What follows belongs to an exercise in optimizing a design on an open flow for small area, a short achievable clock period and few clock cycles per item; a production flow would make more cautious choices.
At most, simulation tests tie the RTL to the original design; equivalence was not proved.
Power is estimated from default activity; no workload was simulated.

## noise_estimation_top
module noise_estimation_top (
	input  logic        clk,
	input  logic        rst_n,
	input  logic        start_of_frame,
	input  logic [2:0]  blocks_log2,
	input  logic        sample_valid,
	input  logic [7:0]  sample_data,
	output logic        sample_ready,
	output logic        block_stat_valid,
	output logic [27:0] block_stat,    
	output logic        noise_valid,
	output logic [20:0] noise_result   
);
Size in the first run: about 660 cells after synthesis, ~0.0078 sq mm of cells after synthesis.
==> flow/config.mk <==
export PLATFORM = sky130hd
export DESIGN_NAME = noise_estimation_top
export DESIGN_NICKNAME = noise_estimation_top
export VERILOG_FILES = /design/flow/design.v
export SDC_FILE = /design/flow/constraint.sdc
export NUM_CORES = 4
export LEC_CHECK = 0
export CAP_MARGIN = 20
export CORE_MARGIN = 2
export CORE_UTILIZATION = 60
export CTS_BUF_LIST = sky130_fd_sc_hd__clkbuf_4 sky130_fd_sc_hd__clkbuf_8
export SLEW_MARGIN = 20
==> flow/constraint.sdc <==
create_clock -name core_clock -period 8.0 [get_ports {clk}]
set_input_delay 1.6000 -clock core_clock [delete_from_list [all_inputs] [get_ports {clk}]]
set_output_delay 1.6000 -clock core_clock [all_outputs]
set_load 0.01 [all_outputs]
standard.sh (not shown) runs the stock make flow with config.mk's settings and CLKGATE_MAP_FILE= SYNTH_SCRIPT=/design/flow/synth_recipe.tcl, a recipe that flattens the netlist after the stock synthesis.
==> flow/flow/run.sh <==
#!/bin/bash
# The standard layout (standard.sh: the ORFS flow and synthesis, unchanged) with three
# settings the flow's own config cannot express:
#  - ports buffered with a plain buffer instead of the slow delay cell buffer_ports picks;
#  - clock tree built without dummy loads, from a strong root buffer;
set -euo pipefail
export BUFFER_PORTS_ARGS="-buffer_cell sky130_fd_sc_hd__buf_1"
export CTS_ARGS="-sink_clustering_enable -repair_clock_nets -dont_use_dummy_load -root_buf sky130_fd_sc_hd__clkbuf_16 -buf_list {sky130_fd_sc_hd__clkbuf_8}"
export SETUP_SLACK_MARGIN=5.3
bash standard.sh > standard.log 2>&1
Testbench counts at the start, summed over its fixed seeds: cycles 38,461, samples 36,864.
Edit:
--- a/flow/design.v
+++ b/flow/design.v
@@ -38,48 +38,44 @@
 	input  logic        start_of_frame,
 	input  logic [2:0]  blocks_log2,
 	input  logic        sample_valid,
 	input  logic [7:0]  sample_data,
 	output logic        sample_ready,
 	output logic        block_stat_valid,
 	output logic [27:0] block_stat,    
 	output logic        noise_valid,
 	output logic [20:0] noise_result   
 );
 	assign sample_ready = 1'b1;
-	logic       v0;       
 	logic [7:0] x0;       
-	always_ff @(posedge clk or negedge rst_n) begin
-		if (!rst_n) v0 <= 1'b0;
-		else        v0 <= sample_valid;
-	end
 	always_ff @(posedge clk)
 		x0 <= sample_valid ? sample_data : 8'd0;
 	logic [5:0]  cnt;       
 	logic        sof_q;     
 	logic        blk_last;  
 	logic        clr;
 	logic [13:0] s_acc;     
 	logic [13:0] s_next;
 	logic [19:0] qs, qc;    
 	logic [19:0] qs_g, qc_g;
 	logic [19:0] qs_n, qc_n;
-	assign blk_last = v0 && (&cnt);
 	assign clr      = blk_last || sof_q;
 	always_ff @(posedge clk or negedge rst_n) begin
 		if (!rst_n) begin
-			cnt   <= '0;
-			sof_q <= 1'b0;
+			cnt      <= '0;
+			sof_q    <= 1'b0;
+			blk_last <= 1'b0;
 		end else begin
-			sof_q <= start_of_frame;
-			if (v0) cnt <= cnt + 1'b1;
+			sof_q    <= start_of_frame;
+			blk_last <= sample_valid && (&cnt);
+			if (sample_valid) cnt <= cnt + 1'b1;
 		end
 	end
 	assign qs_g   = qs;
 	assign qc_g   = qc;
 	assign s_next = s_acc + {6'd0, x0};
 	logic cs0;
 	logic cs1;
 	logic cs2;
 	logic cs3;
 	logic cs4;
 	logic cs5;
@@ -266,34 +262,34 @@
 	always_comb begin
 		for (int i = 0; i < 8; i++)
 			{mw[i], mu[i]} = {1'b0, (i < 7) ? ms[i] : 1'b0} + {1'b0, mc[i]} + {1'b0, mpp[i]};
 	end
 	assign prod = mu[0];
 	logic        c1n, c2n;
 	assign {c1n, t1} = {1'b0, dq[0]} + {1'b0, cq[0]} + {1'b0, c1};
 	assign {c2n, d}  = {1'b0, t1} + {1'b0, ~prod_q} + {1'b0, c2};
 	assign dfill = d & (ph >= 5'd2) & (ph <= 5'd21);  
 	always_ff @(posedge clk or negedge rst_n) begin
 		if (!rst_n) begin
-			ph     <= 5'd0;
+			ph     <= 5'd31;
 			bv     <= 1'b0;
 			prod_q <= 1'b0;
 			ms     <= '0;
 			mc     <= '0;
 		end else begin
 			prod_q <= prod;
 			ms     <= mu[7:1];
 			mc     <= mw;
 			bv <= (ph == 5'd21);
 			if (blk_last)          ph <= 5'd2;
-			else if (ph != 5'd0)   ph <= ph + 1'b1;
+			else if (ph != 5'd31)  ph <= ph + 1'b1;
 		end
 	end
 	always_ff @(posedge clk) begin
 		if (blk_last)
 			mean_q <= s_next[13:6];
 		rem_q <= ({6{blk_last}} & s_next[5:0]) | {1'b0, rem_q[5:1]};
 		ic <= mbits & mean_q[mi] & cin;
 		pin_q <= pin;
 		dq <= ({20{blk_last}} & qs_n) | {dfill, dq[19:1]};
 		cq <= ({20{blk_last}} & qc_n) | {1'b0, cq[19:1]};
 		if (blk_last) begin
After rerunning: Final area is higher slightly. Register-to-register slack hardly moves. Die area went up by a few percent. Core utilization falls by 1.1 points. Total power rises slightly.
No functional check of the RTL was part of the second run of this note.

========
Setup of rev 12:
Another version of the RTL of noise_estimation_top (not shown whole).
Size: ~180 flip-flops, ~67 I/O pins, about 7600 um^2 of cells after synthesis.
==> flow/config.mk <==
export PLATFORM = sky130hd
export DESIGN_NAME = noise_estimation_top
export DESIGN_NICKNAME = noise_estimation_top
export VERILOG_FILES = /design/flow/design.v
export SDC_FILE = /design/flow/constraint.sdc
export NUM_CORES = 4
export LEC_CHECK = 0
export CAP_MARGIN = 20
export CORE_MARGIN = 2
export CORE_UTILIZATION = 60
export CTS_BUF_LIST = sky130_fd_sc_hd__clkbuf_4 sky130_fd_sc_hd__clkbuf_8
export SLEW_MARGIN = 20
==> flow/constraint.sdc <==
create_clock -name core_clock -period 8.0 [get_ports {clk}]
set_input_delay 1.6000 -clock core_clock [delete_from_list [all_inputs] [get_ports {clk}]]
set_output_delay 1.6000 -clock core_clock [all_outputs]
set_load 0.01 [all_outputs]
Scripts as last shown in full above: flow/flow/run.sh
Setup changes, rev 12 to rev 13
diff --git a/flow/design.v b/flow/design.v
--- a/flow/design.v
+++ b/flow/design.v
@@ -298,20 +298,17 @@
 	assign {cs77, cs76} = {1'b0, cs43} + {1'b0, cs44} + {1'b0, cs22};
 	assign {cs79, cs78} = {1'b0, cs45} + {1'b0, cs46} + {1'b0, (x0[6] & ~x0[5])};
 	assign {cs81, cs80} = {1'b0, cs47} + {1'b0, cs48} + {1'b0, (x0[6] & x0[5])};
 	assign {cs83, cs82} = {1'b0, cs49} + {1'b0, cs50} + {1'b0, (x0[7] & ~x0[6])};
 	assign {cs85, cs84} = {1'b0, cs51} + {1'b0, cs52} + {1'b0, (x0[7] & x0[6])};
 	assign {cs87, cs86} = {1'b0, cs53} + {1'b0, qs_g[16]} + {1'b0, qc_g[16]};
-	assign cs88 = qs_g[17] ^ qc_g[17];
-	assign cs89 = qs_g[17] & qc_g[17];
-	assign cs90 = qs_g[18] ^ qc_g[18];
-	assign cs91 = qs_g[18] & qc_g[18];
-	assign cs92 = qs_g[19] ^ qc_g[19];
-	assign cs93 = qs_g[19] & qc_g[19];
-	assign qs_n = {cs91, cs89, cs87, cs85, cs83, cs81, cs79, cs77, cs75, cs73, cs71, cs69, cs67, cs65, cs63, cs61, cs59, cs57, cs56, cs54};
-	assign qc_n = {cs92, cs90, cs88, cs86, cs84, cs82, cs80, cs78, cs76, cs74, cs72, cs70, cs68, cs66, cs64, cs62, cs60, cs58, 1'b0, 1'b0};
+	assign {cs89, cs88} = {1'b0, qs_g[17]} + {1'b0, qc_g[17]} + {1'b0, cs87};
+	assign {cs91, cs90} = {1'b0, qs_g[18]} + {1'b0, qc_g[18]} + {1'b0, cs89};
+	assign {cs93, cs92} = {1'b0, qs_g[19]} + {1'b0, qc_g[19]} + {1'b0, cs91};
+	assign qs_n = {cs92, cs90, cs88, cs85, cs83, cs81, cs79, cs77, cs75, cs73, cs71, cs69, cs67, cs65, cs63, cs61, cs59, cs57, cs56, cs54};
+	assign qc_n = {1'b0, 1'b0, 1'b0, cs86, cs84, cs82, cs80, cs78, cs76, cs74, cs72, cs70, cs68, cs66, cs64, cs62, cs60, cs58, 1'b0, 1'b0};
 	always_ff @(posedge clk) begin
 		s_acc <= clr ? 14'd0 : s_next;
 		qs    <= clr ? 20'd0 : qs_n;
 		qc    <= clr ? 20'd0 : qc_n;
 	end
 	logic [7:0]  mean_q;
==> results.txt <==
- Looking only at global routing usage summed across all routing layers, and setting everything else aside, the lower value of rev 13 and rev 12 goes to rev 12.
- Rev 12 and rev 13 ended up with roughly the same power share of the combinational group.
- STATUS die area: rev 13 wins against rev 12
- Total power: rev 13 below rev 12
- | share of async-settable or async-resettable flops after synthesis | lower: rev 12 |
- Between rev 13 and rev 12, the mux contribution to synthesized area does not differ in any meaningful way.
- Relative to rev 12, mean instance size in the synthesized netlist has decreased by 0.047 um^2 in rev 13.
Testbench counts of rev 13, summed over its fixed seeds: cycles 38,461, samples 36,864.
No functional check of the RTL was part of rev 12.

========
== main ==
noise_estimation_top, a different RTL version from the one above (not shown whole).
For scale: roughly 180 flip-flops, about 67 I/O pins, ~0.0078 mm² of cells after synthesis.
==> flow/config.mk <==
export PLATFORM = sky130hd
export DESIGN_NAME = noise_estimation_top
export DESIGN_NICKNAME = noise_estimation_top
export VERILOG_FILES = /design/flow/design.v
export SDC_FILE = /design/flow/constraint.sdc
export NUM_CORES = 4
export LEC_CHECK = 0
export CAP_MARGIN = 20
export CORE_MARGIN = 2
export CORE_UTILIZATION = 60
export CTS_BUF_LIST = sky130_fd_sc_hd__clkbuf_4 sky130_fd_sc_hd__clkbuf_8
export SLEW_MARGIN = 20
==> flow/constraint.sdc <==
create_clock -name core_clock -period 8.0 [get_ports {clk}]
set_input_delay 1.6000 -clock core_clock [delete_from_list [all_inputs] [get_ports {clk}]]
set_output_delay 1.6000 -clock core_clock [all_outputs]
set_load 0.01 [all_outputs]
Scripts as last shown in full above: flow/flow/run.sh
Testbench counts of main, summed over its fixed seeds: cycles 38,461, samples 36,864.
For the feature branch, these inputs were changed with respect to main:
-- flow/design.v --
<<< main, line 275
	always_ff @(posedge clk or negedge rst_n) begin
		if (!rst_n) begin
			ph <= 5'd31;
			bv <= 1'b0;
		end else begin
			bv <= (ph == 5'd21);
			if (blk_last)          ph <= 5'd2;
>>> the feature branch, line 275
	always_ff @(posedge clk or negedge rst_n) begin
		if (!rst_n) begin
			ph     <= 5'd31;
			bv     <= 1'b0;
			prod_q <= 1'b0;
			ms     <= '0;
			mc     <= '0;
		end else begin
			prod_q <= prod;
			ms     <= mu[7:1];
			mc     <= mw;
			bv <= (ph == 5'd21);
			if (blk_last)          ph <= 5'd2;
<<< main, line 289
		ic <= mbits & mean_q[mi] & cin;
		pin_q <= pin;
		prod_q <= prod;
		ms <= mu[7:1];
		mc <= mw;
		dq <= ({20{blk_last}} & qs_n) | {dfill, dq[19:1]};
		cq <= ({20{blk_last}} & qc_n) | {1'b0, cq[19:1]};
>>> the feature branch, line 295
		ic <= mbits & mean_q[mi] & cin;
		pin_q <= pin;
		dq <= ({20{blk_last}} & qs_n) | {dfill, dq[19:1]};
		cq <= ({20{blk_last}} & qc_n) | {1'b0, cq[19:1]};
<<< main, line 305
	logic [4:0]  bc;        
	logic        last;
	logic        lastq;     
	logic        firstq;    
	logic        nv;
	logic [17:0] nsum;
>>> the feature branch, line 308
	logic [4:0]  bc;        
	logic        last;
	logic        nv;
	logic [17:0] nsum;
<<< main, line 319
	assign nend   = |(bc & {ph == 5'd25, ph == 5'd24, ph == 5'd23, ph == 5'd22, ph == 5'd21});
	assign abit   = d & (ph >= 5'd8) & (ph <= 5'd21);
	assign nbit   = nsum[0] & !firstq;
	assign nadd   = {1'b0, abit} + {1'b0, nbit} + {1'b0, ncy};
	always_ff @(posedge clk or negedge rst_n) begin
>>> the feature branch, line 320
	assign nend   = |(bc & {ph == 5'd25, ph == 5'd24, ph == 5'd23, ph == 5'd22, ph == 5'd21});
	assign abit   = d & (ph >= 5'd8) & (ph <= 5'd21);
	assign nbit   = nsum[0] & (idx != 4'd0);
	assign nadd   = {1'b0, abit} + {1'b0, nbit} + {1'b0, ncy};
	always_ff @(posedge clk or negedge rst_n) begin
<<< main, line 327
			nact <= 1'b0;
		end else begin
			nv <= nact && nend && lastq;
			if (nstart)            nact <= 1'b1;
			else if (nend)         nact <= 1'b0;
			if (start_of_frame)    idx  <= '0;
			else if (bv)           idx  <= idx + 1'b1;
		end
	end
>>> the feature branch, line 328
			nact <= 1'b0;
		end else begin
			nv <= nact && nend && last;
			if (nstart)            nact <= 1'b1;
			else if (nend)         nact <= 1'b0;
			if (start_of_frame)    idx  <= '0;
			else if (nact && nend && !last)
			                       idx  <= idx + 1'b1;  
		end
	end
<<< main, line 337
		if (start_of_frame)
			bc <= 5'd1 << blocks_log2;
		if (blk_last) begin
			lastq  <= last;
			firstq <= (idx == 4'd0);
		end
		if (blk_last)
			ncy <= 1'b0;
>>> the feature branch, line 339
		if (start_of_frame)
			bc <= 5'd1 << blocks_log2;
		if (blk_last)
			ncy <= 1'b0;
[summary]
- The maximum frequency on the feature branch is in line with that on main.
- Relative to main, placeable core region increased by 0.40% in the feature branch.
- On the feature branch: worst setup slack before clock tree synthesis is 79 ps lower than what main gave.
- Proportion of synthesized flip-flops having asynchronous set or reset (higher): the feature branch
- Die size: the feature branch exceeds main
- On hold slack, the feature branch and main are basically level.
Testbench counts of the feature branch, summed over its fixed seeds: cycles 38,461, samples 36,864.

[what the ideal ports hide]
In the flow no input, the clock included, has a driving cell. The finished layouts below were timed again as built, in two steps.
Step 1 sets driving cells, clkbuf_16 on the clock port and buf_2 on the other inputs (assumed; they add their load-dependent delay and slew).
Step 2, shift: input delay + t, output delay - t, t = (earliest + latest rising clock arrival at the registers) / 2. This alone moves slack from input paths to output paths.
Slacks: ideal ports / drivers / drivers and shift; pairs: ideal ports / drivers.
run	t, ns	setup slack, ns	worst setup path after step 2
the first run of note 1	0.407	5.415 / 5.374 / 5.535	register to register
the second run of note 1	0.403	5.401 / 5.359 / 5.479	input to register
rev 12	0.406	5.404 / 5.362 / 5.533	register to register
rev 13	0.399	5.414 / 5.374 / 5.519	register to register
main	0.404	5.396 / 5.352 / 5.526	register to register
the feature branch	0.404	5.403 / 5.361 / 5.495	register to register
After both steps every run listed still meets setup and hold.
